From an optimization exercise on the open Yosys and OpenROAD flow, aimed at small area, a short achievable clock period and few clock cycles; shortcuts taken in it are not production practice.
Function was not checked in any run shown here: the RTL went through the layout flow alone.
Power is estimated from default activity; no workload was simulated.

--- flow/constraint.sdc ---
create_clock -name core_clock -period 6.5 [get_ports {clk}]
set_input_delay 1.3000 -clock core_clock [delete_from_list [all_inputs] [get_ports {clk}]]
set_output_delay 1.3000 -clock core_clock [all_outputs]
set_load 0.01 [all_outputs]
--- flow/config.mk ---
export PLATFORM = sky130hd
export DESIGN_NAME = dcache_top
export DESIGN_NICKNAME = dcache_top
export VERILOG_FILES = /design/flow/design.v
export SDC_FILE = /design/flow/constraint.sdc
export NUM_CORES = 4
export LEC_CHECK = 0
export CAP_MARGIN = 20
export CORE_MARGIN = 2
export CORE_UTILIZATION = 55
export PLACE_DENSITY = 0.7
export SETUP_SLACK_MARGIN = 3.9
export SLEW_MARGIN = 20
--- flow/design.v ---
`timescale 1ns/1ps
package cache_pkg;
	localparam int ADDR_WIDTH = 32;                  
	localparam int DATA_WIDTH = 32;
	localparam int BYTE_SEL_WIDTH = $clog2(DATA_WIDTH / 8);
	localparam int TAG_MAX = 28;
	localparam int META_WIDTH = TAG_MAX + 2;
	typedef logic [DATA_WIDTH-1:0] word_t;
	typedef logic [DATA_WIDTH/8-1:0] byte_en_t;
	typedef struct packed {
		logic               valid;
		logic               dirty;
		logic [TAG_MAX-1:0] tag;
	} line_meta_t;
endpackage
`timescale 1ns/1ps
package mem_bus_pkg;
	localparam logic BUS_READ  = 1'b0;    
	localparam logic BUS_WRITE = 1'b1;    
	typedef enum logic [2:0] {
		IDLE      = 3'd0,    
		WB_BURST  = 3'd1,    
		WB_DONE   = 3'd2,    
		RF_BURST  = 3'd3,    
		RF_FINISH = 3'd4     
	} miss_state_t;
endpackage
`timescale 1ns/1ps
`timescale 1ns/1ps
`timescale 1ns/1ps
`timescale 1ns/1ps
module dcache_top #(
	parameter int NUM_WAYS     = 2,
	parameter int INDEX_WIDTH  = 2,
	parameter int OFFSET_WIDTH = 2
) (
	input  logic                             clk,
	input  logic                             rst,
	input  logic [cache_pkg::ADDR_WIDTH-1:0] cpu_addr,
	input  cache_pkg::byte_en_t              cpu_byte_en,
	input  logic                             cpu_read,
	input  logic                             cpu_write,
	input  cache_pkg::word_t                 cpu_wr_data,
	output cache_pkg::word_t                 cpu_rd_data,
	output logic                             cpu_stall,
	output logic [cache_pkg::ADDR_WIDTH-1:0] mem_addr,
	output logic                             mem_addr_valid,
	output logic                             mem_we,
	output cache_pkg::word_t                 mem_wr_data,
	output logic                             mem_wr_valid,
	output logic                             mem_wr_last,
	input  logic                             mem_addr_ready,
	input  logic                             mem_rd_valid,
	input  cache_pkg::word_t                 mem_rd_data,
	input  logic                             mem_wr_ready,
	input  logic                             mem_wr_done
);
	localparam int TW = 26;    
	logic          valid [2][4];
	logic          dirty [2][4];
	logic [TW-1:0] tag   [2][4];
	logic [31:0]   data  [2][4][4];
	logic          rr;
	logic       stall_q;         
	logic       req_missed;      
	logic       req_rf_started;  
	logic       start_q;         
	logic       miss_way;        
	logic       wr_q;            
	logic       wr_way_q;
	logic [3:0] wr_set_q, wr_off_q, wr_be_q;    
	logic       av_q;            
	logic       wb_active;       
	logic [1:0] wb_ld;           
	logic       wv_q;            
	logic       wl_q;            
	logic       rf_busy;         
	logic [1:0] rf_beat;
	logic [1:0] rf_set;
	logic       rf_way;
	logic [31:0] out_q;
	logic        rdy_o, av_o, wv_o, wl_o, we_o;
	logic        av_n, wv_n, wl_n, we_n;
	logic [27:0] ma_q;
	logic        we_q;            
	assign av_q = !av_n;
	assign wv_q = !wv_n;
	assign wl_q = !wl_n;
	assign we_q = !we_n;
	assign cpu_stall      = !rdy_o;
	assign cpu_rd_data    = out_q;
	assign mem_addr       = {ma_q, 4'b0000};
	assign mem_addr_valid = av_o;
	assign mem_we         = we_o;
	assign mem_wr_data    = out_q;
	assign mem_wr_valid   = wv_o;
	assign mem_wr_last    = wl_o;
	logic [1:0]    cset, coff;
	logic [TW-1:0] ctag;
	logic          req, look;
	logic          hit0, hit1, hit, hw;
	logic          v;              
	logic          wbneed;
	assign cset = cpu_addr[5:4];
	assign coff = cpu_addr[3:2];
	assign ctag = cpu_addr[31:6];
	assign req  = cpu_read | cpu_write;
	assign look = req & stall_q;
	logic [3:0] m0, m1;
	always_comb begin
		for (int s = 0; s < 4; s++) begin
			m0[s] = valid[0][s] & (tag[0][s] == ctag);
			m1[s] = valid[1][s] & (tag[1][s] == ctag);
		end
	end
	assign hit0 = m0[cset];
	assign hit1 = m1[cset];
	assign hit  = hit0 | hit1;
	assign hw   = !hit0;
	logic [3:0]    vs, wbn;
	logic [TW-1:0] vtag [4];
	always_comb begin
		for (int s = 0; s < 4; s++) begin
			vs[s]   = !valid[0][s] ? 1'b0 : !valid[1][s] ? 1'b1 : rr;
			wbn[s]  = valid[vs[s]][s] & dirty[vs[s]][s];
			vtag[s] = tag[vs[s]][s];
		end
	end
	assign v      = vs[cset];
	assign wbneed = wbn[cset];
	logic [1:0]  rsel_off;
	logic [31:0] rword0, rword1;
	assign rsel_off = wb_active ? wb_ld : coff;
	assign rword0   = data[0][cset][rsel_off];
	assign rword1   = data[1][cset][rsel_off];
	logic myword_q;      
	logic rf_mine;       
	logic [1:0] avail;   
	logic res_rd, res_wr, res_arr, resolve, start_miss, can_start;
	logic merge;
	assign rf_mine = myword_q & mem_rd_valid;
	assign avail[0] = !(rf_busy & (rf_set == cset) & !rf_way) | (coff < rf_beat);
	assign avail[1] = !(rf_busy & (rf_set == cset) &  rf_way) | (coff < rf_beat);
	assign res_rd   = cpu_read & ((hit0 & avail[0]) | (hit1 & avail[1]));
	assign res_wr  = cpu_write & hit & !rf_busy;
	assign res_arr = rf_mine;
	assign resolve = look & (req_missed ? res_arr : (res_rd | res_wr));
	assign can_start  = !av_q & !wb_active;
	assign start_miss = look & !req_missed & !hit & can_start;
	assign merge      = cpu_write & rf_mine;
	logic take_a, take_w, rf_take, rf_we;
	assign take_a  = av_q & mem_addr_ready;
	assign take_w  = wv_q & mem_wr_ready;
	assign rf_take = take_a & !we_q;
	assign rf_we   = rf_busy & mem_rd_valid;
	logic stall_d, av_d, wv_d, wl_d;
	assign stall_d = stall_q ? !resolve : 1'b1;
	assign av_d    = start_miss ? 1'b1 : (take_w && wl_q) ? 1'b1 :    
	                 take_a ? 1'b0 : av_q;
	assign wv_d    = !wb_active ? 1'b0 : (take_a && we_q) ? 1'b1 :    
	                 (take_w && wl_q) ? 1'b0 : wv_q;
	assign wl_d    = !wb_active ? 1'b0 : (take_w && !wl_q) ? (wb_ld == 2'd3) : wl_q;
	always_ff @(posedge clk or negedge rst) begin
		if (!rst) begin
			stall_q        <= 1'b1;
			req_missed     <= 1'b0;
			req_rf_started <= 1'b0;
			start_q        <= 1'b0;
			wr_q           <= 1'b0;
			av_n           <= 1'b1;
			wb_active      <= 1'b0;
			wv_n           <= 1'b1;
			wl_n           <= 1'b1;
			rf_busy        <= 1'b0;
			rf_beat        <= 2'd0;
			rr             <= 1'b0;
			myword_q       <= 1'b0;
			rdy_o          <= 1'b0;
			av_o           <= 1'b0;
			wv_o           <= 1'b0;
			wl_o           <= 1'b0;
		end else begin
			stall_q <= stall_d;
			rdy_o   <= !stall_d;
			av_n    <= !av_d;
			av_o    <= av_d;
			wv_n    <= !wv_d;
			wv_o    <= wv_d;
			wl_n    <= !wl_d;
			wl_o    <= wl_d;
			myword_q <= ((req_rf_started && !rf_mine) || rf_take) &&
			            (rf_take || (rf_busy && !(rf_we && rf_beat == 2'd3))) &&
			            ((rf_take ? 2'd0 : rf_we ? rf_beat + 2'd1 : rf_beat) == coff);
			wr_q    <= look & !req_missed & res_wr;
			start_q <= start_miss;
			if (start_q)
				rr <= !rr;
			if (resolve) begin
				req_missed     <= 1'b0;
				req_rf_started <= 1'b0;
			end else begin
				if (start_miss)
					req_missed <= 1'b1;
				if (rf_take)
					req_rf_started <= 1'b1;
			end
			if (!wb_active) begin
				wb_active <= start_miss && wbneed;
				wb_ld     <= 2'd0;
			end else if (take_a && we_q) begin
				wb_ld <= 2'd1;
			end else if (take_w) begin
				if (wl_q)
					wb_active <= 1'b0;
				else
					wb_ld <= wb_ld + 2'd1;
			end
			if (rf_take) begin
				rf_busy <= 1'b1;
				rf_beat <= 2'd0;
			end else if (rf_we) begin
				rf_beat <= rf_beat + 2'd1;
				if (rf_beat == 2'd3)
					rf_busy <= 1'b0;
			end
		end
	end
	always_ff @(posedge clk) begin
		if (!(wb_active && wv_q && !take_w))    
			out_q <= rf_mine ? mem_rd_data :
			         (wb_active ? miss_way : hw) ? rword1 : rword0;
		wr_way_q <= hw;
		for (int i = 0; i < 4; i++) begin
			wr_set_q[i] <= (cset == i[1:0]);
			wr_off_q[i] <= (coff == i[1:0]);
		end
		wr_be_q  <= cpu_byte_en;
		if (!req_missed)
			miss_way <= v;    
		if (rf_take) begin
			rf_set <= cset;
			rf_way <= miss_way;
		end
		if (!av_q && !wb_active) begin
			ma_q <= wbneed ? {vtag[cset], cset} : cpu_addr[31:4];
			we_n <= !wbneed;
			we_o <= wbneed;
		end else if (take_w && wl_q) begin
			ma_q <= cpu_addr[31:4];
			we_n <= 1'b1;
			we_o <= 1'b0;
		end
	end
	always_ff @(posedge clk or negedge rst) begin
		if (!rst) begin
			for (int w = 0; w < 2; w++)
				for (int s = 0; s < 4; s++) begin
					valid[w][s] <= 1'b0;
					dirty[w][s] <= 1'b0;
				end
		end else begin
			for (int w = 0; w < 2; w++)
				for (int s = 0; s < 4; s++) begin
					if (start_q && miss_way == w[0] && cset == s[1:0]) begin
						valid[w][s] <= 1'b1;
						dirty[w][s] <= 1'b0;
					end
					if (wr_q && wr_way_q == w[0] && wr_set_q[s])
						dirty[w][s] <= 1'b1;
					if (merge && rf_way == w[0] && rf_set == s[1:0])
						dirty[w][s] <= 1'b1;
				end
		end
	end
	always_ff @(posedge clk) begin
		for (int w = 0; w < 2; w++)
			for (int s = 0; s < 4; s++)
				if (start_q && miss_way == w[0] && cset == s[1:0])
					tag[w][s] <= ctag;
	end
	logic [31:0] wdata;
	always_comb begin
		for (int b = 0; b < 4; b++)
			wdata[8*b +: 8] = (!rf_we || (merge && cpu_byte_en[b])) ?
				cpu_wr_data[8*b +: 8] : mem_rd_data[8*b +: 8];
	end
	always_ff @(posedge clk) begin
		for (int w = 0; w < 2; w++)
			for (int s = 0; s < 4; s++)
				for (int o = 0; o < 4; o++)
					for (int b = 0; b < 4; b++)
						if ((rf_we && rf_way == w[0] && rf_set == s[1:0] && rf_beat == o[1:0]) ||
							(wr_q && wr_way_q == w[0] && wr_set_q[s] && wr_off_q[o] && wr_be_q[b]))
							data[w][s][o][8*b +: 8] <= wdata[8*b +: 8];
	end
endmodule
--- flow/run.sh ---
#!/bin/bash
# synth_recipe.tcl (not shown) runs the flow's synth.tcl, then flattens the netlist and writes it again
# the make line also repeats each setting of config.mk as NAME=value (left out here)
make -C /OpenROAD-flow-scripts/flow DESIGN_CONFIG=/design/flow/config.mk WORK_HOME=/design/flow/orfs CLKGATE_MAP_FILE= SYNTH_SCRIPT=/design/flow/synth_recipe.tcl finish
==> results of run 1 <==
power by group:
part | switching (W) | leakage (nW) | internal (W)
Clock | 0.00334 | 2.12 | 0.00446
Combinational | 0.00428 | 9.46 | 0.00238
Sequential | 0.000301 | 12.3 | 0.0104
through the flow:
stage | cell area, sq um | std cells
floorplan | 56800 | 3760
global placement | 59400 | 5133
detailed placement | 59400 | 5134
CTS | 67600 | 5586
global route | 69100 | 5642
finish | 69100 | 5647
area by class of cell:
type,instances,area [sq um]
well taps,1357,1700
multi-input cells,2121,17100
inverters,30,219
repair inverters,2,15.0
clock inverters,74,668
flip-flops and latches,1347,40200
fillers,6624,31200
clock buffers,167,3680
diodes,5,12.5
repair buffers,544,5470
cell families (layout without fill, tap and decap cells):
kind of cell | count (synthesis) | after routing | synth area share (%)
AOI/OAI and AO/OA | 797 | 798 | 10.3
DFF | 1347 | 1347 | 71.9
and+or+nand+nor | 849 | 862 | 6.89
buffers and inverters | 307 | 817 | 2.79
adders and majority gates | 6 | 6 | 0.134
muxes | 236 | 237 | 4.57
xor gates and xnor gates | 214 | 214 | 3.36
other | 1 | 9 | 0.00672
cells in the final DEF (no fill, tap or decap), types with 33 or more instances in the layout:
| cell type | n |
|---|---|
| edfxtp_1 | 1300 |
| buf_4 | 214 |
| nand2_1 | 273 |
| clkdlybuf4s50_1 | 71 |
| a222oi_1 | 40 |
| buf_2 | 98 |
| clkinv_1 | 33 |
| xor2_2 | 33 |
| mux2_4 | 33 |
| a22o_1 | 35 |
| buf_6 | 62 |
| and3_1 | 37 |
| clkbuf_16 | 145 |
| a21oi_1 | 78 |
| xor2_1 | 136 |
| mux2i_1 | 166 |
| nor2_1 | 92 |
| nand2_4 | 72 |
| nand3_1 | 62 |
| o21ai_0 | 64 |
| a221oi_1 | 56 |
| o22ai_1 | 81 |
| buf_12 | 61 |
| nand2_2 | 110 |
| a22oi_1 | 178 |
worst max-delay path by stage:
stage                startpoint        end  depth (start not counted)
detailed placement  cpu_addr[3]  out_q[19]                          9
global route        cpu_addr[9]  out_q[13]                         14
global placement    cpu_addr[2]   out_q[5]                          9
CTS                 cpu_addr[3]   out_q[1]                         11
floorplan           cpu_addr[3]   out_q[4]                         11
finish              cpu_addr[3]   out_q[4]                         12
layer usage:
| layer | vias to the layer above | global-route usage (%) |
|---|---|---|
| met1 | 19800 | 56.7 |
| li1 | 15500 | - |
| met5 | - | 0 |
| met4 | 6 | 17.8 |
| met3 | 642 | 14.1 |
| met2 | 3637 | 57.0 |
worst register-to-register path, cell delays in order (launching register included):
cell and delay, ns:
dfrtp_4 0.52, buf_4 0.17, buf_4 0.14, nand3b_1 0.18
buf_4 0.21, a21oi_2 0.44, buf_4 0.42, a221oi_1 0.14
a31o_2 0.24, nand4_1 0.12, nand2_1 0.08, o31ai_1 0.09
a221o_1 0.23
state kept, by name, summed over array words and instances, names as in the netlist, 2 cells and up:
name      cells
data       1024
tag         208
out_q        32
ma_q         28
dirty         8
valid         8
wr_be_q       4
wr_off_q      4
wr_set_q      4
rf_beat       2
rf_set        2
wb_ld         2
timing repair:
action / in CTS / in global routing
gates resized for setup: 996 / 216
endpoints found under the setup margin: 2425 / 1731
buffers inserted: 189 / 48
cloned: 22 / 8
pin swaps: 86 / 56
hold buffers: 0 / 0
hold endpoints to repair: 0 / 0
==> impl_results.md, run 1 <==
- Yosys reg bits: ~1,300
- CTS buffer count: around 140
- Largest net degree at the start of global routing: a little under 70
- Die area: around 100,000 sq um
- Clock sink count: 1,347
- Worst-Margin Slew: between 1 and 1.5 ns
- Fin util: between 60% and 70%
- Layout net count: 4,296
- Per-cell routed wire length: 38.2 um
- Status: timing/DRC/antenna clean
- Pwr Total: approximately 0.025 W
- Clk root buf: clkbuf_16
- IO Port Bufs: roughly 200
- Hold slack: approximately 0.51 ns
- Hold path depth: 2
- HP Start: dirty[4]
- H-tree depth: 4
- Initial core utilization: a little under three fifths
- Crit path top cell by count: buf_6
- Crit share post-route: a little under 50%
- Post-synth top area share: a little over two thirds
- Synth async-reset ratio: approximately 2.5%
- Die Height: ~320 um
- Post-Route Skew: 0.0277 ns
- CP startpoint kind: input pin
- Tot GR Track Use: about two fifths
- Vias in the first global route: about 37,000
- Slew Viols, Final: 0
- Starting DRT DRC Count: 7,513
- Final HPWL DP: around 130,000 um
- Worst EP arrival: 3.67 ns
- Max incr delay on CP: 0.40 ns
- Hold Path Class: reg2reg
- Core area: about 100,000 sq um
- Remaining antenna violation count: 0
- EDFF count, synth: ~1,300
- Grt ovf: 0
- Synth warn: 6
- Crit path required time: between 6 and 7 ns
- Routability cong.: 1.04
- Via count: 39,600
- Final WS setup: ~3.3 ns
- Area growth, synth to finish: 23.7%
- Reg-to-Reg End: out_q[2]
- Fin. Hold Viols: 0
- Initial antenna violation count: 4
- Pleak: between 20 and 25 nW
- TritonCTS clock tree: done
- Reg2reg setup slack: ~3.4 ns
- Die width: approximately 320 um
- DRC: 0
- Pwr Density: 364 nW/um^2
- Critical path, cell by cell: buf_12, or3b_4, and2_4, buf_6, nor2_4, buf_4, buf_6, a222oi_1, o21ai_1, nor3_2, a211oi_1, a2111o_1
- Layout cells sized above 1: 28.0%
- Max Clk Rate: between 0.3 and 0.4 GHz
- Met1 WL: slightly below 80,000 um
- Mapped Cells: around 3,800
- Seq/Total Area, Yosys: between 70 and 80%
- Post-synthesis cell type count: slightly above 80
- Setup TNS: 0 ns
- Worst IR Drop VDD: 0.291 mV
- Post-synth top area cell: edfxtp_1
- Met2 wire length: approximately 91,000 um
- Ranking of synthesized cells by area: edfxtp_1 (70%), nand2_1 (3.1%), mux2i_1 (3.0%)
- FF-to-FF Start: wb_active
- Post-Route WL: ~220,000 um
- Synth top cells by count: edfxtp_1 (1,300), nand2_1 (455), a22oi_1 (196), xor2_1 (182), mux2i_1 (168)
- IO Pins: roughly 210
- Top Layer Used: met5
- Mean Syn Cell Area: roughly 15 sq um
- CP Class: in2reg
- R2R depth: 12
- Worst path slowest cell: a222oi_1
- Buf/Inv on CP: 4
- Most common cell in the netlist: edfxtp_1
- Critical path's top delay family: compound AO/OA/AOI/OAI gates
- Max-cap viol count: 0
- DR WL met3: approximately 35,000 um
- CP endpoint kind: flop
- Post-Syn Area: approximately 56,000 sq um
- First-pass iteration count of the detailed router: 9
- Max transition margin: 25.5%
- Reg clk slew, reported paths: around 0.060 ns
- Most used flip-flop cell after synthesis: edfxtp_1
- Final min period: approximately 3.2 ns
- Vias per cell: between 7 and 8
- Unrepaired setup endpoints after global routing: true
- Clk Latency, worst-skew pair: around 0.76 ns
- Final setup fails: 0
- Num rows: ~120
- Dpl ws: 1.19 ns
- CP Max Fanout: 6
- Hold Path Sink: dirty[4]
- CTS Buffer Depth: 3
- First-pass GRT wire length: between 200,000 and 300,000 um
==> run 2, diff against run 1 <==
--- a/flow/config.mk
+++ b/flow/config.mk
@@ -10,2 +10,4 @@
 export CORE_UTILIZATION = 55
+export CTS_CLUSTER_DIAMETER = 60
+export CTS_CLUSTER_SIZE = 20
 export PLACE_DENSITY = 0.7
@@ -13 +15,2 @@
 export SLEW_MARGIN = 20
+export TNS_END_PERCENT = 5
==> run 2 against run 1 <==
  * Count of clock-buffer cells in the layout shrank 55
  * Utilization down 0.77 points
  * Clock power down 13%
  * Critical path type unchanged
==> impl_results.md, run 2 <==
- Hold Path Sink: wl_n
- Final WS setup: 3.32 ns (+0.00323 ns)
- Num rows: 116 (unchanged)
- Reg-to-Reg End: out_q[22]
- Fill cells: 6,744 (+1.8%)
- Mapped Cells: 3,757 (unchanged)
- Yosys reg bits: 1,347 (unchanged)
- Seq pwr share: 44.1% (+1.5 points)
- DRC: 0 (unchanged)
- Final setup fails: 0 (unchanged)
- Post-Route WL: 211,000 um (-2.2%)
- Layout net count: 4,278 (-0.42%)
- Reg clk slew, reported paths: 0.08 ns (+0.02 ns)
- Fin. Hold Viols: 0 (unchanged)
- Crit path required time: 6.95 ns (-0.03 ns)
- Post-Route Skew: 0.0312 ns (+0.00356 ns)
- Grt ovf: 0 (unchanged)
- Largest net degree at the start of global routing: 40 (-42%)
- Comb pwr share: 27.9% (+1.4 points)
- Power Internal: 0.0165 W (-4.4%)
- Max-cap viol count: 0 (unchanged)
- Most used flip-flop cell after synthesis: edfxtp_1
- Pleak: 23.4 nW (-2.0%)
- IO Port Bufs: 201 (unchanged)
- Routability cong.: 1.10 (+6.3%)
- Post-Syn Area: 55,800 sq um (unchanged)
- Max transition margin: 25.1% (-0.39 points)
- Initial antenna violation count: 10 (+6)
- Post-synth top area cell: edfxtp_1
- Starting DRT DRC Count: 7,910 (+5.3%)
- Synth warn: 6 (unchanged)
- CP startpoint kind: input pin
- HP Start: wl_n
- Slew Viols, Final: 0 (unchanged)
- Tot GR Track Use: 40.0% (-0.33 points)
- Die width: 323 um (unchanged)
- Synth async-reset ratio: 2.52% (unchanged)
- First-pass iteration count of the detailed router: 8 (-1)
- Crit share post-route: 49.0% (-0.050 points)
- Mean Syn Cell Area: 14.9 sq um (unchanged)
- Largest register FFs: 1,024 (unchanged)
- Initial core utilization: 55.7% (unchanged)
- Remaining antenna violation count: 0 (unchanged)
- Final HPWL DP: 126,000 um (-0.36%)
- Synth top cells by count: edfxtp_1 (1,300), nand2_1 (455), a22oi_1 (196), xor2_1 (182), mux2i_1 (168)
- R2R depth: 11 (-1)
- Largest registers: data: 1024 flops, tag: 208 flops, out_q: 32 flops
- Reg2reg setup slack: 3.41 ns (+0.05 ns)
- Sw frac: 32.2% (+0.72 points)
- Unrepaired setup endpoints after global routing: true
- Worst IR Drop VDD: 0.252 mV (-13%)
- Clock network fraction of total power: 28.0% (-3.0 points)
- Net Switching: 0.00783 W (-1.2%)
- Clk Latency, worst-skew pair: 0.73 ns (-0.03 ns)
- Clock sink count: 1,347 (unchanged)
- EDFF count, synth: 1,300 (unchanged)
- Ranking of synthesized cells by area: edfxtp_1 (70%), nand2_1 (3.1%), mux2i_1 (3.0%)
- First-pass GRT wire length: 285,000 um (-0.44%)
- Die area: 104,000 sq um (unchanged)
- Per-cell routed wire length: 37.6 um (-1.6%)
- Via count: 39,300 (-0.76%)
- IO Pins: 209 (unchanged)
- CTS Buffer Depth: 3 (unchanged)
- FF-to-FF Start: wb_active
- Placed Area: 59,200 sq um (-0.35%)
- Seq/Total Area, Yosys: 71.9% (unchanged)
- Post-synth top area share: 69.9% (unchanged)
- Worst EP arrival: 3.63 ns (-0.04 ns)
- Die Height: 323 um (unchanged)
- Pwr Density: 356 nW/um^2 (-2.3%)
- Post-route cell area: 68,300 sq um (-1.1%)
- Post-CTS Hold Fix Bufs: 0 (unchanged)
- Hold path depth: 2 (unchanged)
- Setup TNS: 0 ns (unchanged)
- Max Clk Rate: 0.314 GHz (+0.10%)
- CP Class: in2reg
- CP endpoint kind: flop
- Layout cells sized above 1: 24.4% (-3.5 points)
- Post-synthesis cell type count: 83 (unchanged)
- Dpl ws: 1.13 ns (-0.0635 ns)
- Hold Path Class: reg2reg
- Biggest register: data
- Core area: 100,000 sq um (unchanged)
- Clk root buf: clkbuf_16
- Hold slack: 0.498 ns (-0.0107 ns)
- Final min period: 3.18 ns (-0.00323 ns)
- Status: timing/DRC/antenna clean
- Vias in the first global route: 36,500 (-0.54%)
- Vias per cell: 7.00 (-0.14%)
- Most frequent cells in the layout: edfxtp_1 (1,300), nand2_1 (349), buf_4 (241), a22oi_1 (178), mux2i_1 (166)
- Worst-Margin Slew: 1.12 ns (+0.00587 ns)
- Area growth, synth to finish: 22.3%
- TritonCTS clock tree: done
- Most common cell in the netlist: edfxtp_1
- CP Max Fanout: 10 (+4)
- CTS buffer count: 101 (-26%)
- H-tree depth: 3 (-1)
- Most common cell after layout, fill and taps aside: edfxtp_1
[run 2: cell types whose count changed in the layout (fill, tap and decap cells not counted), sizes merged, moves of 2 or more]
cell,delta
bufbuf,+5
bufinv,-2
inv,+32
clkbuf,-47
clkdlybuf4s50,+90
or2,-8
clkdlybuf4s15,-2
diode,+3
clkinv,-33
buf,-72
[run 2: cells by family after synthesis]
kind of cell,share of synthesized area [%]
flip-flops,71.9
AND/OR/NAND/NOR,6.89
AO/OA/AOI/OAI,10.3
buffers and inverters,2.79
multiplexers,4.57
XOR/XNOR,3.36
adder cells (fa/ha/maj),0.134
other,0.00672
[run 2: how the worst max path moves through the flow]
stage                 startpoint        end  slack, ns  cells after the start
global route         cpu_addr[3]  out_q[22]       3.26                     13
global placement    cpu_addr[23]  out_q[13]       1.13                     11
floorplan            cpu_addr[3]   out_q[4]       3.26                     11
finish               cpu_addr[3]  out_q[22]       3.32                     13
detailed placement   cpu_addr[2]  out_q[30]       1.13                      9
CTS                  cpu_addr[3]   out_q[1]       3.41                     12
[run 2: area by class of cell]
type	instances	area [sq um]	area share, %
Multi-Input combinational cell	2111	16500	24.2
Sequential cell	1347	40200	58.8
Tap cell	1357	1700	2.49
Clock inverter	74	895	1.31
Antenna cell	8	20.0	0.0293
Clock buffer	112	2650	3.88
Inverter	30	168	0.246
Timing Repair Buffer	573	6180	9.05
[run 2: repair_timing]
item / 4_1_cts / 5_1_grt
setup endpoints to repair: 2376 / 2355
setup buffers: 208 / 38
cloned: 20 / 2
pin swaps: 146 / 87
resized for setup: 665 / 106
[run 2: per-layer routing]
metal  track usage, %  vias up  wire [um]  part of all wire [%]
li1                 -    15400          -                     -
met5                0        -         74                 0.035
met2             57.5     3682      89900                    43
met4             19.5       10      12100                   5.7
met3             12.4      641      33900                    16
met1             55.7    19500      74800                    35
[run 2: power groups by stage]
stage | Sequential, W | Clock [W] | Combinational [W]
after floorplan | 0.0108 | 0 | 0.00287
after global placement | 0.0109 | 0 | 0.00514
after CTS | 0.0107 | 0.00676 | 0.00635
after detailed placement | 0.0109 | 0 | 0.00521
after global routing | 0.0107 | 0.00710 | 0.00688
final | 0.0107 | 0.00681 | 0.00678
[run 2: critical path, cell delays in order]
cell and delay (ns):
buf_6 0.09, buf_6 0.13, nand3b_1 0.12, buf_4 0.13
buf_6 0.14, a21oi_4 0.07, buf_4 0.23, a32oi_1 0.23
nand3_1 0.12, a221o_1 0.33, o22a_1 0.23, a222oi_1 0.33
o21ai_1 0.16
[run 2: through the flow]
| stage | utilization, % | std cells | total power (W) |
|---|---|---|---|
| 2_1_floorplan | - | 3760 | 0.0137 |
| 3_3_place_gp | 59.1 | 5149 | 0.0160 |
| 3_5_place_dp | 59.1 | 5149 | 0.0161 |
| 4_1_cts | 67.3 | 5563 | 0.0238 |
| 5_1_grt | 68.1 | 5604 | 0.0247 |
| 6_report | 68.1 | 5612 | 0.0243 |
==> run 3, diff against run 2 <==
--- a/flow/config.mk
+++ b/flow/config.mk
@@ -10,6 +10,4 @@
 export CORE_UTILIZATION = 55
-export CTS_CLUSTER_DIAMETER = 60
-export CTS_CLUSTER_SIZE = 20
 export PLACE_DENSITY = 0.7
-export SETUP_SLACK_MARGIN = 3.9
+export SETUP_SLACK_MARGIN = 4.1
 export SLEW_MARGIN = 20
==> run 3 against run 2 <==
  * Utilization grew 1.5 points
  * Fmax shrank 3.1%
  * Worst setup slack lost 0.10 ns
  * Critical endpoint is now out_q[15]
  * Sequential power is essentially flat
  * Hold slack lost 0.0073 ns
  * Synthesized area is the same
  * Die area is the same
  * Register-to-register slack lost 0.10 ns
  * Count of clock-buffer cells in the layout grew 66
  * Clock power grew 15%
  * Critical path depth grew 2
==> impl_results.md, run 3 <==
- Post-synthesis mux area share: 4.57% (unchanged)
- Die area: 104,000 sq um (unchanged)
- Most common cell after layout, fill and taps aside: edfxtp_1
- Starting DRT DRC Count: 8,104 (+2.5%)
- Crit share post-route: 50.5% (+1.6 points)
- Die width: 323 um (unchanged)
- Biggest register: data
- Per-cell routed wire length: 38.1 um (+1.4%)
- Most frequent cells in the layout: edfxtp_1 (1,300), nand2_1 (381), buf_4 (238), a22oi_1 (173), mux2i_1 (167)
- Crit path required time: 7.13 ns (+0.18 ns)
- Mapped Cells: 3,757 (unchanged)
- Max transition margin: 38.1% (+13 points)
- DRC: 0 (unchanged)
- Vias per cell: 7.06 (+0.87%)
- Synth Area in Compound Gates: 10.3% (unchanged)
- CP Class: in2reg
- Num rows: 116 (unchanged)
- Pleak: 24.2 nW (+3.4%)
- First-pass iteration count of the detailed router: 8 (unchanged)
- IO Pins: 209 (unchanged)
- Die Height: 323 um (unchanged)
- Synth async-reset ratio: 2.52% (unchanged)
- Post-Syn Area: 55,800 sq um (unchanged)
- Hold Path Class: reg2reg
- Post-synth top area share: 69.9% (unchanged)
- Most used flip-flop cell after synthesis: edfxtp_1
- Slew Viols, Final: 0 (unchanged)
- Largest registers: data: 1024 flops, tag: 208 flops, out_q: 32 flops
- Reg clk slew, reported paths: 0.06 ns (-0.02 ns)
- Clock sink count: 1,347 (unchanged)
- Largest register FFs: 1,024 (unchanged)
- Unrepaired setup endpoints after global routing: true
- Post-route cell area: 69,800 sq um (+2.3%)
- Grt ovf: 0 (unchanged)
- Ranking of synthesized cells by area: edfxtp_1 (70%), nand2_1 (3.1%), mux2i_1 (3.0%)
- CP endpoint kind: flop
- Seq/Total Area, Yosys: 71.9% (unchanged)
- Largest net degree at the start of global routing: 43 (+7.5%)
- Clk Latency, worst-skew pair: 0.77 ns (+0.04 ns)
- Yosys reg bits: 1,347 (unchanged)
- Simple-gate share of the synthesized area: 6.89% (unchanged)
- TritonCTS clock tree: done
- Status: timing/DRC/antenna clean
- Setup TNS: 0 ns (unchanged)
- First-pass GRT wire length: 292,000 um (+2.6%)
- Final non-filler cell total: 5,711 (+1.8%)
- Fill cells: 6,534 (-3.1%)
- CP startpoint kind: input pin
- Post-Route Skew: 0.0299 ns (-0.00135 ns)
- Post-Synth XOR/XNOR Area: 3.36% (unchanged)
- Area growth, synth to finish: 25.1%
- DP Cell Count: 5,153 (+0.078%)
- Clk root buf: clkbuf_16
- Worst IR Drop VDD: 0.259 mV (+2.6%)
- Pwr Density: 370 nW/um^2 (+4.1%)
- Layout cells sized above 1: 25.4% (+0.96 points)
- Post-synthesis cell type count: 83 (unchanged)
- Pwr Total: 0.0259 W (+6.4%)
- CTS Buffer Depth: 3 (unchanged)
- Initial antenna violation count: 9 (-1)
- Final setup fails: 0 (unchanged)
- EDFF count, synth: 1,300 (unchanged)
- Hold slack: 0.490 ns (-0.00726 ns)
- Worst EP arrival: 3.91 ns (+0.28 ns)
- Post-Route WL: 217,000 um (+3.2%)
- Max-cap viol count: 0 (unchanged)
- Via count: 40,300 (+2.6%)
- Post-synthesis adder-cell area fraction: 0.134% (unchanged)
- Vias in the first global route: 37,300 (+2.1%)
- Remaining antenna violation count: 0 (unchanged)
- IO Port Bufs: 201 (unchanged)
- Core area: 100,000 sq um (unchanged)
- Largest family of logic cells by synthesized area: compound AO/OA/AOI/OAI gates
- Sequential cell area: 40,200 sq um (about the same)
- Tot GR Track Use: 41.2% (+1.2 points)
- Multi-input logic area: 16,800 sq um (+1.7%)
- H-tree depth: 4 (+1)
- Synth top cells by count: edfxtp_1 (1,300), nand2_1 (455), a22oi_1 (196), xor2_1 (182), mux2i_1 (168)
- Worst-Margin Slew: 0.928 ns (-0.193 ns)
- Layout net count: 4,348 (+1.6%)
- Most common cell in the netlist: edfxtp_1
- Placed Area: 59,300 sq um (about the same)
- Final HPWL DP: 125,000 um (-0.68%)
- Max Clk Rate: 0.304 GHz (-3.1%)
- CTS buffer count: 140 (+39%)
- Final min period: 3.28 ns (+0.101 ns)
- Mean Syn Cell Area: 14.9 sq um (unchanged)
- CP Max Fanout: 6 (-4)
- Routability cong.: 1.03 (-7.0%)
- Fin. Hold Viols: 0 (unchanged)
- Initial core utilization: 55.7% (unchanged)
- Post-synth top area cell: edfxtp_1
- Synth warn: 6 (unchanged)
-- run 3: final cells by class --
type                            instances  area share (%)
Antenna cell                            7          0.0251
Clock buffer                          178            5.40
Timing Repair Buffer                  595            9.42
Inverter                               30           0.228
Sequential cell                      1347            57.5
Multi-Input combinational cell       2119            24.0
Timing Repair inverter                  1          0.0125
Tap cell                             1357            2.43
Clock inverter                         77           0.935
-- run 3: final timing paths --
path,cells past startpoint,start,to,slack [ns]
setup / recovery,15,cpu_addr[2],out_q[15],3.22
hold / removal,2,dirty[4],dirty[4],0.49
setup reg to reg,10,wb_ld[1],out_q[4],3.31
hold reg to reg,2,dirty[4],dirty[4],0.49
max in group asynchronous,1,rst,wb_active,5.23
min in group asynchronous,1,rst,myword_q,0.65
-- run 3: timing repair --
| item | in CTS | in global routing |
|---|---|---|
| hold buffers | 0 | 0 |
| endpoints found under the setup margin | 2430 | 2404 |
| setup buffers | 238 | 29 |
| gates cloned | 27 | 2 |
| resized for setup | 746 | 103 |
| pin swaps | 204 | 77 |
-- run 3: per-layer routing --
| layer | vias up | part of all wire [%] | routed length (um) | track usage [%] |
|---|---|---|---|---|
| met4 | 2 | 5.7 | 12300 | 19.5 |
| met5 | - | 0.0069 | 15 | 0 |
| met1 | 19900 | 35 | 75800 | 56.7 |
| met2 | 4042 | 41 | 88700 | 56.1 |
| li1 | 15600 | - | - | - |
| met3 | 734 | 19 | 40600 | 18.0 |
-- run 3: per-stage QoR --
stage	util (%)	worst slack [ns]
2_1_floorplan	-	3.26
3_3_place_gp	59.1	1.19
3_5_place_dp	59.1	1.05
4_1_cts	68.9	3.32
5_1_grt	69.6	3.25
6_report	69.6	3.22
-- run 3: power breakdown --
part	leakage [nW]	internal (W)	switching (W)
logic	9.72	0.00279	0.00448
registers	12.3	0.0104	0.000335
clock network	2.18	0.00441	0.00344
-- run 3: cells by family after synthesis --
family                     after synthesis
DFF                                   1347
xor gates and xnor gates               214
buffers and inverters                  307
adders and majority gates                6
and+or+nand+nor                        849
other                                    1
AOI/OAI and AO/OA                      797
muxes                                  236
-- run 3: critical path, stage by stage --
cell     delay, ns
buf_6         0.09
buf_8         0.13
or3b_4        0.40
and2_4        0.17
buf_12        0.16
buf_4         0.15
nor2_4        0.26
buf_4         0.23
buf_4         0.14
nand3_1       0.06
o21ai_0       0.11
o32a_1        0.36
buf_4         0.17
mux2i_1       0.05
o21ai_1       0.11
==> run 4, diff against run 3 <==
--- a/flow/design.v
+++ b/flow/design.v
@@ -70,3 +70,2 @@
 	logic       wr_way_q;
-	logic [3:0] wr_set_q, wr_off_q, wr_be_q;    
 	logic       av_q;            
@@ -137,3 +136,4 @@
 	logic rf_mine;       
-	logic [1:0] avail;   
+	logic on_rf;         
+	logic avail;
 	logic res_rd, res_wr, res_arr, resolve, start_miss, can_start;
@@ -141,5 +141,5 @@
 	assign rf_mine = myword_q & mem_rd_valid;
-	assign avail[0] = !(rf_busy & (rf_set == cset) & !rf_way) | (coff < rf_beat);
-	assign avail[1] = !(rf_busy & (rf_set == cset) &  rf_way) | (coff < rf_beat);
-	assign res_rd   = cpu_read & ((hit0 & avail[0]) | (hit1 & avail[1]));
+	assign on_rf   = rf_busy & (rf_set == cset) & (rf_way == hw);
+	assign avail   = !on_rf | (coff < rf_beat);
+	assign res_rd  = cpu_read & hit & avail;
 	assign res_wr  = cpu_write & hit & !rf_busy;
@@ -232,7 +232,2 @@
 		wr_way_q <= hw;
-		for (int i = 0; i < 4; i++) begin
-			wr_set_q[i] <= (cset == i[1:0]);
-			wr_off_q[i] <= (coff == i[1:0]);
-		end
-		wr_be_q  <= cpu_byte_en;
 		if (!req_missed)
@@ -267,3 +262,3 @@
 					end
-					if (wr_q && wr_way_q == w[0] && wr_set_q[s])
+					if (wr_q && wr_way_q == w[0] && cset == s[1:0])
 						dirty[w][s] <= 1'b1;
@@ -283,4 +278,4 @@
 		for (int b = 0; b < 4; b++)
-			wdata[8*b +: 8] = (!rf_we || (merge && cpu_byte_en[b])) ?
-				cpu_wr_data[8*b +: 8] : mem_rd_data[8*b +: 8];
+			wdata[8*b +: 8] = (rf_we ? merge : 1'b1) && cpu_byte_en[b] ? cpu_wr_data[8*b +: 8] :
+			                  rf_we ? mem_rd_data[8*b +: 8] : out_q[8*b +: 8];
 	end
@@ -290,6 +285,5 @@
 				for (int o = 0; o < 4; o++)
-					for (int b = 0; b < 4; b++)
-						if ((rf_we && rf_way == w[0] && rf_set == s[1:0] && rf_beat == o[1:0]) ||
-							(wr_q && wr_way_q == w[0] && wr_set_q[s] && wr_off_q[o] && wr_be_q[b]))
-							data[w][s][o][8*b +: 8] <= wdata[8*b +: 8];
+					if ((rf_we && rf_way == w[0] && rf_set == s[1:0] && rf_beat == o[1:0]) ||
+						(wr_q && wr_way_q == w[0] && cset == s[1:0] && coff == o[1:0]))
+						data[w][s][o] <= wdata;
 	end
--- a/flow/config.mk
+++ b/flow/config.mk
@@ -10,5 +10,5 @@
 export CORE_UTILIZATION = 55
+export CTS_BUF_LIST = sky130_fd_sc_hd__clkbuf_8
 export PLACE_DENSITY = 0.7
-export SETUP_SLACK_MARGIN = 4.1
+export SETUP_SLACK_MARGIN = 3.6
 export SLEW_MARGIN = 20
-export TNS_END_PERCENT = 5
==> run 4 against run 3 <==
  * Synthesized area fell by 3.4%
  * Sequential cell count shrank 12
  * Die area decreased by 3.3%
  * Utilization decreased by 2.0 points
  * Combinational power fell by 21%
  * Routed wire length down 11%
  * Critical path depth is 12 lower
  * Highest routed layer unchanged
==> impl_results.md, run 4 <==
- CP Class: reg2out
- Ranking of synthesized cells by area: edfxtp_1 (72%), a22oi_1 (5.0%), xor2_1 (3.3%)
- Post-synth top area cell: edfxtp_1
- Max transition margin: 20.1% (-18 points)
- Crit path required time: 5.20 ns (-1.93 ns)
- Synth warn: 6 (unchanged)
- Clk root buf: clkbuf_8
- Fin. Hold Viols: 0 (unchanged)
- Final HPWL DP: 97,900 um (-21%)
- Synth async-reset ratio: 2.55% (+0.023 points)
- Worst EP arrival: 1.77 ns (-2.14 ns)
- Sw frac: 31.6% (-0.35 points)
- Most used flip-flop cell after synthesis: edfxtp_1
- Final WS setup: 3.43 ns (+0.218 ns)
- Remaining antenna violation count: 0 (unchanged)
- Post-Route WL: 193,000 um (-11%)
- Die width: 317 um (-1.7%)
- Max-cap viol count: 0 (unchanged)
- CTS buffer count: 207 (+48%)
- Largest net degree at the start of global routing: 56 (+30%)
- Vias in the first global route: 35,400 (-5.0%)
- Starting DRT DRC Count: 6,567 (-19%)
- Vias per cell: 6.90 (-2.2%)
- Clk Latency, worst-skew pair: 0.93 ns (+0.16 ns)
- CP startpoint kind: flop
- Post-Syn Area: 53,900 sq um (-3.4%)
- Reg2reg setup slack: 3.56 ns (+0.25 ns)
- Unrepaired setup endpoints after global routing: true
- Largest register FFs: 1,024 (unchanged)
- Seq pwr share: 46.8% (+5.2 points)
- Num rows: 114 (-1.7%)
- H-tree depth: 4 (unchanged)
- CTS Buffer Depth: 3 (unchanged)
- TritonCTS clock tree: done
- EDFF count, synth: 1,300 (unchanged)
- Routability cong.: 0.936 (-8.9%)
- Max Clk Rate: 0.326 GHz (+7.1%)
- Via count: 37,500 (-6.9%)
- CP endpoint kind: primary output
- Clock network fraction of total power: 28.9% (-1.5 points)
- Worst IR Drop VDD: 0.337 mV (+30%)
- Reg-to-Reg End: out_q[4]
- Slew Viols, Final: 0 (unchanged)
- Pwr Density: 359 nW/um^2 (-3.0%)
- Dpl ws: 1.28 ns (+0.233 ns)
- First-pass GRT wire length: 265,000 um (-9.5%)
- IO Pins: 209 (unchanged)
- IO Port Bufs: 201 (unchanged)
- Grt ovf: 0 (unchanged)
- Clock sink count: 1,335 (-0.89%)
- Initial antenna violation count: 5 (-4)
- Final min period: 3.07 ns (-0.218 ns)
- Mean Syn Cell Area: 15.4 sq um (+3.7%)
- Die Height: 317 um (-1.7%)
- DRC: 0 (unchanged)
- R2R depth: 11 (+1)
- Most common cell in the netlist: edfxtp_1
- Worst-Margin Slew: 1.19 ns (+0.263 ns)
- Mapped Cells: 3,500 (-6.8%)
- Largest registers: data: 1024 flops, tag: 208 flops, out_q: 32 flops
- Reg clk slew, reported paths: 0.07 ns (about the same)
- Post-synthesis cell type count: 79 (-4.8%)
- Core area: 97,000 sq um (-3.3%)
- Pleak: 22.6 nW (-6.6%)
- Net Switching: 0.00744 W (-9.9%)
- Synth top cells by count: edfxtp_1 (1,300), a22oi_1 (361), nand2_1 (294), xor2_1 (203), a21oi_1 (134)
- Layout net count: 4,109 (-5.5%)
- Seq/Total Area, Yosys: 74.0% (+2.1 points)
- Initial core utilization: 55.6% (about the same)
- Power Internal: 0.0161 W (-8.5%)
- Hold Path Class: in2async
- Post-synth top area share: 72.4% (+2.4 points)
- Most frequent cells in the layout: edfxtp_1 (1,300), a22oi_1 (360), nand2_1 (284), clkbuf_8 (212), xor2_1 (196)
- Most common cell after layout, fill and taps aside: edfxtp_1
- FF-to-FF Start: wb_active
- Tot GR Track Use: 37.9% (-3.3 points)
- CP Max Fanout: 2 (-4)
- Layout cells sized above 1: 23.2% (-2.2 points)
- First-pass iteration count of the detailed router: 6 (-2)
- Post-Route Skew: 0.0489 ns (+0.0190 ns)
- Crit share post-route: 47.2% (-3.4 points)
- Final setup fails: 0 (unchanged)
- Yosys reg bits: 1,335 (-0.89%)
- Die area: 101,000 sq um (-3.3%)
- Area growth, synth to finish: 21.5%
- Per-cell routed wire length: 35.4 um (-7.0%)
- Status: timing/DRC/antenna clean
- Biggest register: data
- Setup TNS: 0 ns (unchanged)
- Comb pwr share: 24.4% (-3.7 points)
==> run 4: kinds of logic after synthesis <==
family / Yosys count / synth area share [%]
AOI/OAI and AO/OA: 812 / 10.7
DFF: 1335 / 74.0
xor gates and xnor gates: 214 / 3.47
and+or+nand+nor: 706 / 6.25
muxes: 152 / 2.95
buffers and inverters: 274 / 2.53
other: 1 / 0.00695
adders and majority gates: 6 / 0.139
==> run 4: per-layer routing <==
layer  global-route usage, %  share of wire (%)  vias to the layer above
li1                        -                  -                    14900
met1                    51.0                 35                    18700
met2                    56.3                 44                     3233
met3                    10.6                 14                      666
met4                    21.0                6.3                        6
met5                       0              0.021                        -
==> run 4: what timing repair did <==
item	CTS	global route
setup endpoints to repair	2283	1525
pin swaps	55	25
setup buffers	157	36
resized for setup	650	114
gates cloned	49	5
hold buffers	0	0
==> run 4: worst max path at each step <==
stage / endpoint / start / depth (start not counted) / slack (ns)
final: mem_wr_data[9] / out_q[9] / 3 / 3.43
after global routing: mem_wr_data[9] / out_q[9] / 3 / 3.43
after CTS: cpu_rd_data[9] / out_q[9] / 3 / 3.42
after detailed placement: out_q[24] / cpu_addr[2] / 9 / 1.28
after global placement: out_q[26] / cpu_addr[25] / 9 / 1.33
after floorplan: out_q[13] / cpu_addr[29] / 9 / 3.28
==> run 4: cell type report <==
class / instances / area [sq um]
fill: 6486 / 31400
sequential: 1335 / 39900
multi-input combinational: 1941 / 15400
clock inverter: 161 / 985
clock buffer: 212 / 2920
tap: 1276 / 1600
timing repair buffer: 481 / 4670
antenna: 3 / 7.51
inverter: 29 / 119
==> run 4: worst max-delay path: stages (launching register included) <==
cell	delay (ns)
edfxtp_1	0.45
buf_4	0.17
buf_6	0.11
buf_6	0.11
==> run 4: power groups by stage <==
stage / Sequential [W] / Combinational (W) / Clock [W]
after floorplan: 0.0112 / 0.00244 / 0
after global placement: 0.0112 / 0.00424 / 0
after detailed placement: 0.0112 / 0.00431 / 0
after CTS: 0.0110 / 0.00529 / 0.00676
after global routing: 0.0110 / 0.00588 / 0.00714
final: 0.0110 / 0.00574 / 0.00680
==> run 4: through the flow <==
| step | total power (W) | util [%] | hold slack, ns | instance area [sq um] | cells |
|---|---|---|---|---|---|
| after global placement | 0.0154 | 59.8 | 0.480 | 58000 | 4815 |
| final | 0.0236 | 67.6 | 0.486 | 65600 | 5438 |
| after global routing | 0.0241 | 67.6 | 0.524 | 65600 | 5436 |
| after detailed placement | 0.0155 | 59.8 | 0.482 | 58000 | 4815 |
| after CTS | 0.0230 | 66.8 | 0.472 | 64800 | 5394 |
| after floorplan | 0.0136 | - | 0.452 | 55100 | 3503 |
==> run 5, diff against run 4 <==
--- a/flow/design.v
+++ b/flow/design.v
@@ -70,2 +70,3 @@
 	logic       wr_way_q;
+	logic [3:0] wr_set_q, wr_off_q;    
 	logic       av_q;            
@@ -232,2 +233,6 @@
 		wr_way_q <= hw;
+		for (int i = 0; i < 4; i++) begin
+			wr_set_q[i] <= (cset == i[1:0]);    
+			wr_off_q[i] <= (coff == i[1:0]);
+		end
 		if (!req_missed)
@@ -262,3 +267,3 @@
 					end
-					if (wr_q && wr_way_q == w[0] && cset == s[1:0])
+					if (wr_q && wr_way_q == w[0] && wr_set_q[s])
 						dirty[w][s] <= 1'b1;
@@ -286,3 +291,3 @@
 					if ((rf_we && rf_way == w[0] && rf_set == s[1:0] && rf_beat == o[1:0]) ||
-						(wr_q && wr_way_q == w[0] && cset == s[1:0] && coff == o[1:0]))
+						(wr_q && wr_way_q == w[0] && wr_set_q[s] && wr_off_q[o]))
 						data[w][s][o] <= wdata;
==> run 5 against run 4 <==
  * Still clean on timing, DRC and antenna
  * Synthesized area increased by 0.36%
  * Register-to-register slack lost 0.36 ns
  * Sequential cell count grew 8
  * Cell count is 0.94% lower
  * Total power grew 1.8%
  * Fmax decreased by 9.6%
  * Routed wire length increased by 5.0%
  * Clock power shrank 8.5%
  * Clock skew rose by 0.0088 ns
  * Critical endpoint is now out_q[10]
  * Largest power group unchanged
==> impl_results.md, run 5 <==
- Status: timing/DRC/antenna clean
- Fin. Hold Viols: 0 (unchanged)
- Max-cap viol count: 0 (unchanged)
- Synth async-reset ratio: 2.53% (-0.015 points)
- Most frequent cells in the layout: edfxtp_1 (1,300), buf_4 (254), a22oi_1 (246), clkbuf_8 (208), mux2i_1 (167)
- Largest net degree at the start of global routing: 41 (-27%)
- Tot GR Track Use: 38.0% (+0.075 points)
- Pleak: 22.9 nW (+1.2%)
- HP Start: wl_n
- Ranking of synthesized cells by area: edfxtp_1 (72%), a22oi_1 (3.4%), mux2i_1 (3.2%)
- Max transition margin: 31.4% (+11 points)
- Final min period: 3.39 ns (+0.325 ns)
- Grt ovf: 0 (unchanged)
- Max Clk Rate: 0.295 GHz (-9.6%)
- Post-Route WL: 202,000 um (+5.0%)
- FF-to-FF Start: wb_active
- Final WS setup: 3.11 ns (-0.325 ns)
- Setup TNS: 0 ns (unchanged)
- TritonCTS clock tree: done
- Most common cell after layout, fill and taps aside: edfxtp_1
- Hold slack: 0.490 ns (+0.00394 ns)
- Yosys reg bits: 1,343 (+0.60%)
- Clk Latency, worst-skew pair: 0.90 ns (-0.03 ns)
- Fill cells: 6,465 (-0.32%)
- Largest registers: data: 1024 flops, tag: 208 flops, out_q: 32 flops
- Layout net count: 4,058 (-1.2%)
- Final setup fails: 0 (unchanged)
- Fin util: 67.3% (-0.31 points)
- Area growth, synth to finish: 21.8%
- Reg2reg setup slack: 3.20 ns (-0.36 ns)
- Vias in the first global route: 36,300 (+2.3%)
- Synth top cells by count: edfxtp_1 (1,300), a22oi_1 (246), mux2i_1 (173), xnor2_1 (157), clkbuf_1 (150)
- Dpl ws: 1.11 ns (-0.175 ns)
- Worst EP arrival: 4.14 ns (+2.37 ns)
- Num rows: 115 (+0.88%)
- Initial core utilization: 55.3% (-0.37 points)
- Worst-Margin Slew: 1.03 ns (-0.162 ns)
- EDFF count, synth: 1,300 (unchanged)
- CTS buffer count: 203 (-1.9%)
- Crit path required time: 7.25 ns (+2.05 ns)
- CP Max Fanout: 33 (+31)
- Most used flip-flop cell after synthesis: edfxtp_1
- Hold path depth: 2
- Remaining antenna violation count: 0 (unchanged)
- Layout cells sized above 1: 24.7% (+1.5 points)
- H-tree depth: 4 (unchanged)
- Hold Path Sink: wl_n
- Worst IR Drop VDD: 0.326 mV (-3.1%)
- Clock sink count: 1,343 (+0.60%)
- First-pass iteration count of the detailed router: 10 (+4)
- Mapped Cells: 3,403 (-2.8%)
- Per-cell routed wire length: 37.5 um (+6.0%)
- CP Class: in2reg
- Core area: 98,000 sq um (+1.0%)
- Post-route cell area: 65,900 sq um (+0.56%)
- Reg clk slew, reported paths: 0.07 ns (about the same)
- IO Pins: 209 (unchanged)
- Initial antenna violation count: 4 (-1)
- Post-Route Skew: 0.0577 ns (+0.00878 ns)
- Final HPWL DP: 106,000 um (+7.9%)
- Starting DRT DRC Count: 7,007 (+6.7%)
- Via count: 38,200 (+1.7%)
- Biggest register: data
- Post-synth top area cell: edfxtp_1
- Hold Path Class: reg2reg
- Reg-to-Reg End: out_q[10]
- Largest register FFs: 1,024 (unchanged)
- Die Height: 318 um (+0.18%)
- Die width: 318 um (+0.18%)
- Vias per cell: 7.09 (+2.7%)
- Unrepaired setup endpoints after global routing: true
- Die area: 101,000 sq um (+0.36%)
- Clk root buf: clkbuf_8
- Mean Syn Cell Area: 15.9 sq um (+3.2%)
- Post-synth top area share: 72.1% (-0.26 points)
- Post-Syn Area: 54,100 sq um (+0.36%)
- Synth warn: 6 (unchanged)
- Slew Viols, Final: 0 (unchanged)
- Placed Area: 58,400 sq um (+0.65%)
- DRC: 0 (unchanged)
- Post-synthesis cell type count: 84 (+6.3%)
- CP endpoint kind: flop
- R2R depth: 9 (-2)
- Crit share post-route: 52.2% (+5.0 points)
- Most common cell in the netlist: edfxtp_1
- Pwr Density: 364 nW/um^2 (+1.3%)
- CTS Buffer Depth: 3 (unchanged)
- Routability cong.: 0.937 (about the same)
- First-pass GRT wire length: 270,000 um (+1.9%)
- IO Port Bufs: 201 (unchanged)
- Seq/Total Area, Yosys: 74.0% (about the same)
- CP startpoint kind: input pin
[run 5: worst max-delay path, stage by stage]
cell and delay, ns:
clkdlybuf4s15_2 0.32, or3_4 0.54, nand2_2 0.12, buf_4 0.56, nand2_1 0.32, a21oi_1 0.35, o32ai_4 0.16, o211ai_1 0.19
o221a_2 0.24
[run 5: worst max path at each step]
stage | start | endpoint | slack, ns | cells after the start
2_1_floorplan | cpu_addr[16] | out_q[26] | 3.02 | 9
3_3_place_gp | cpu_addr[30] | out_q[7] | 1.20 | 9
3_5_place_dp | cpu_addr[30] | out_q[7] | 1.11 | 9
4_1_cts | cpu_addr[25] | out_q[8] | 3.21 | 10
5_1_grt | cpu_addr[25] | out_q[13] | 3.17 | 13
6_report | cpu_addr[2] | out_q[10] | 3.11 | 9
[run 5: kinds of logic after synthesis]
group,after synthesis,synth area share (%)
buf+inv,293,2.41
xor+xnor,214,3.46
flops,1343,74.0
mux,198,3.93
simple gates,520,4.74
compound gates,828,11.3
fa+ha+maj,6,0.139
other cells,1,0.00693
[run 5: repair_timing]
| item | in CTS | in global routing |
|---|---|---|
| buffers inserted | 159 | 78 |
| gates resized for setup | 561 | 137 |
| gates cloned | 24 | 17 |
| endpoints found under the setup margin | 2048 | 945 |
| pin swaps | 56 | 37 |
| hold buffers | 0 | 0 |
[run 5: where the power goes]
| group | leakage [nW] | switching [W] | internal, W |
|---|---|---|---|
| Clock | 2.06 | 0.00328 | 0.00295 |
| Combinational | 8.58 | 0.00424 | 0.00228 |
| Sequential | 12.2 | 0.000332 | 0.0109 |
| Total | 22.9 | 0.00785 | 0.0161 |
[run 5: layout make-up]
class / instances / area, sq um / area share (%)
well taps: 1287 / 1610 / 2.44
multi-input cells: 1804 / 15100 / 22.9
clock inverters: 149 / 651 / 0.987
flip-flops and latches: 1343 / 40100 / 60.8
diodes: 5 / 12.5 / 0.0190
clock buffers: 207 / 2850 / 4.32
inverters: 31 / 158 / 0.239
repair buffers: 561 / 5450 / 8.27
[run 5: stage by stage]
stage	instances	power, W
global route	5383	0.0244
floorplan	3406	0.0142
finish	5387	0.0240
CTS	5287	0.0232
global placement	4748	0.0163
detailed placement	4748	0.0165
[run 5: per-layer routing]
layer  share of wire (%)  wire (um)  global-route usage [%]  up-vias
met5                0.17        341                       0        -
met4                 8.2      16600                    24.0        9
met3                  16      32100                    12.7      977
met2                  44      88500                    57.5     3794
met1                  32      64500                    47.4    18600
li1                    -          -                       -    14800

[port drivers added, routing unchanged]
In the flow no input, the clock included, has a driving cell. The finished layouts below were timed again as built, in two steps.
Step 1 (the two cells are an assumption about what drives the block):
set clk [get_ports {clk}]
set_driving_cell -lib_cell sky130_fd_sc_hd__clkbuf_16 $clk
set_driving_cell -lib_cell sky130_fd_sc_hd__buf_2 [delete_from_list [all_inputs] $clk]
Step 2 adds t to the input delays and takes it off the output delays; t is the mean of the earliest and latest rising clock arrival at the registers after step 1. Input paths then give back, and output paths get back, about the clock's delay inside the block.
a / b / c = no drivers / after step 1 / after step 2; a / b = the first two.
run | t, ns | setup slack, ns | worst setup path at the end | latest minus earliest clock arrival (ns)
run 1 | 0.827 | 3.313 / 3.266 / 2.439 | input to register | 0.030 / 0.029
run 2 | 0.792 | 3.316 / 3.161 / 2.369 | input to register | 0.032 / 0.032
run 3 | 0.834 | 3.215 / 3.093 / 2.259 | input to register | 0.034 / 0.034
run 4 | 0.981 | 3.433 / 3.359 / 2.517 | input to register | 0.054 / 0.054
run 5 | 0.941 | 3.108 / 3.158 / 2.217 | input to register | 0.060 / 0.060
After both steps every run listed still meets setup and hold. The setup slack of run 3, which loses most, moves by -0.122 ns with the drivers and by -0.956 ns with both steps.
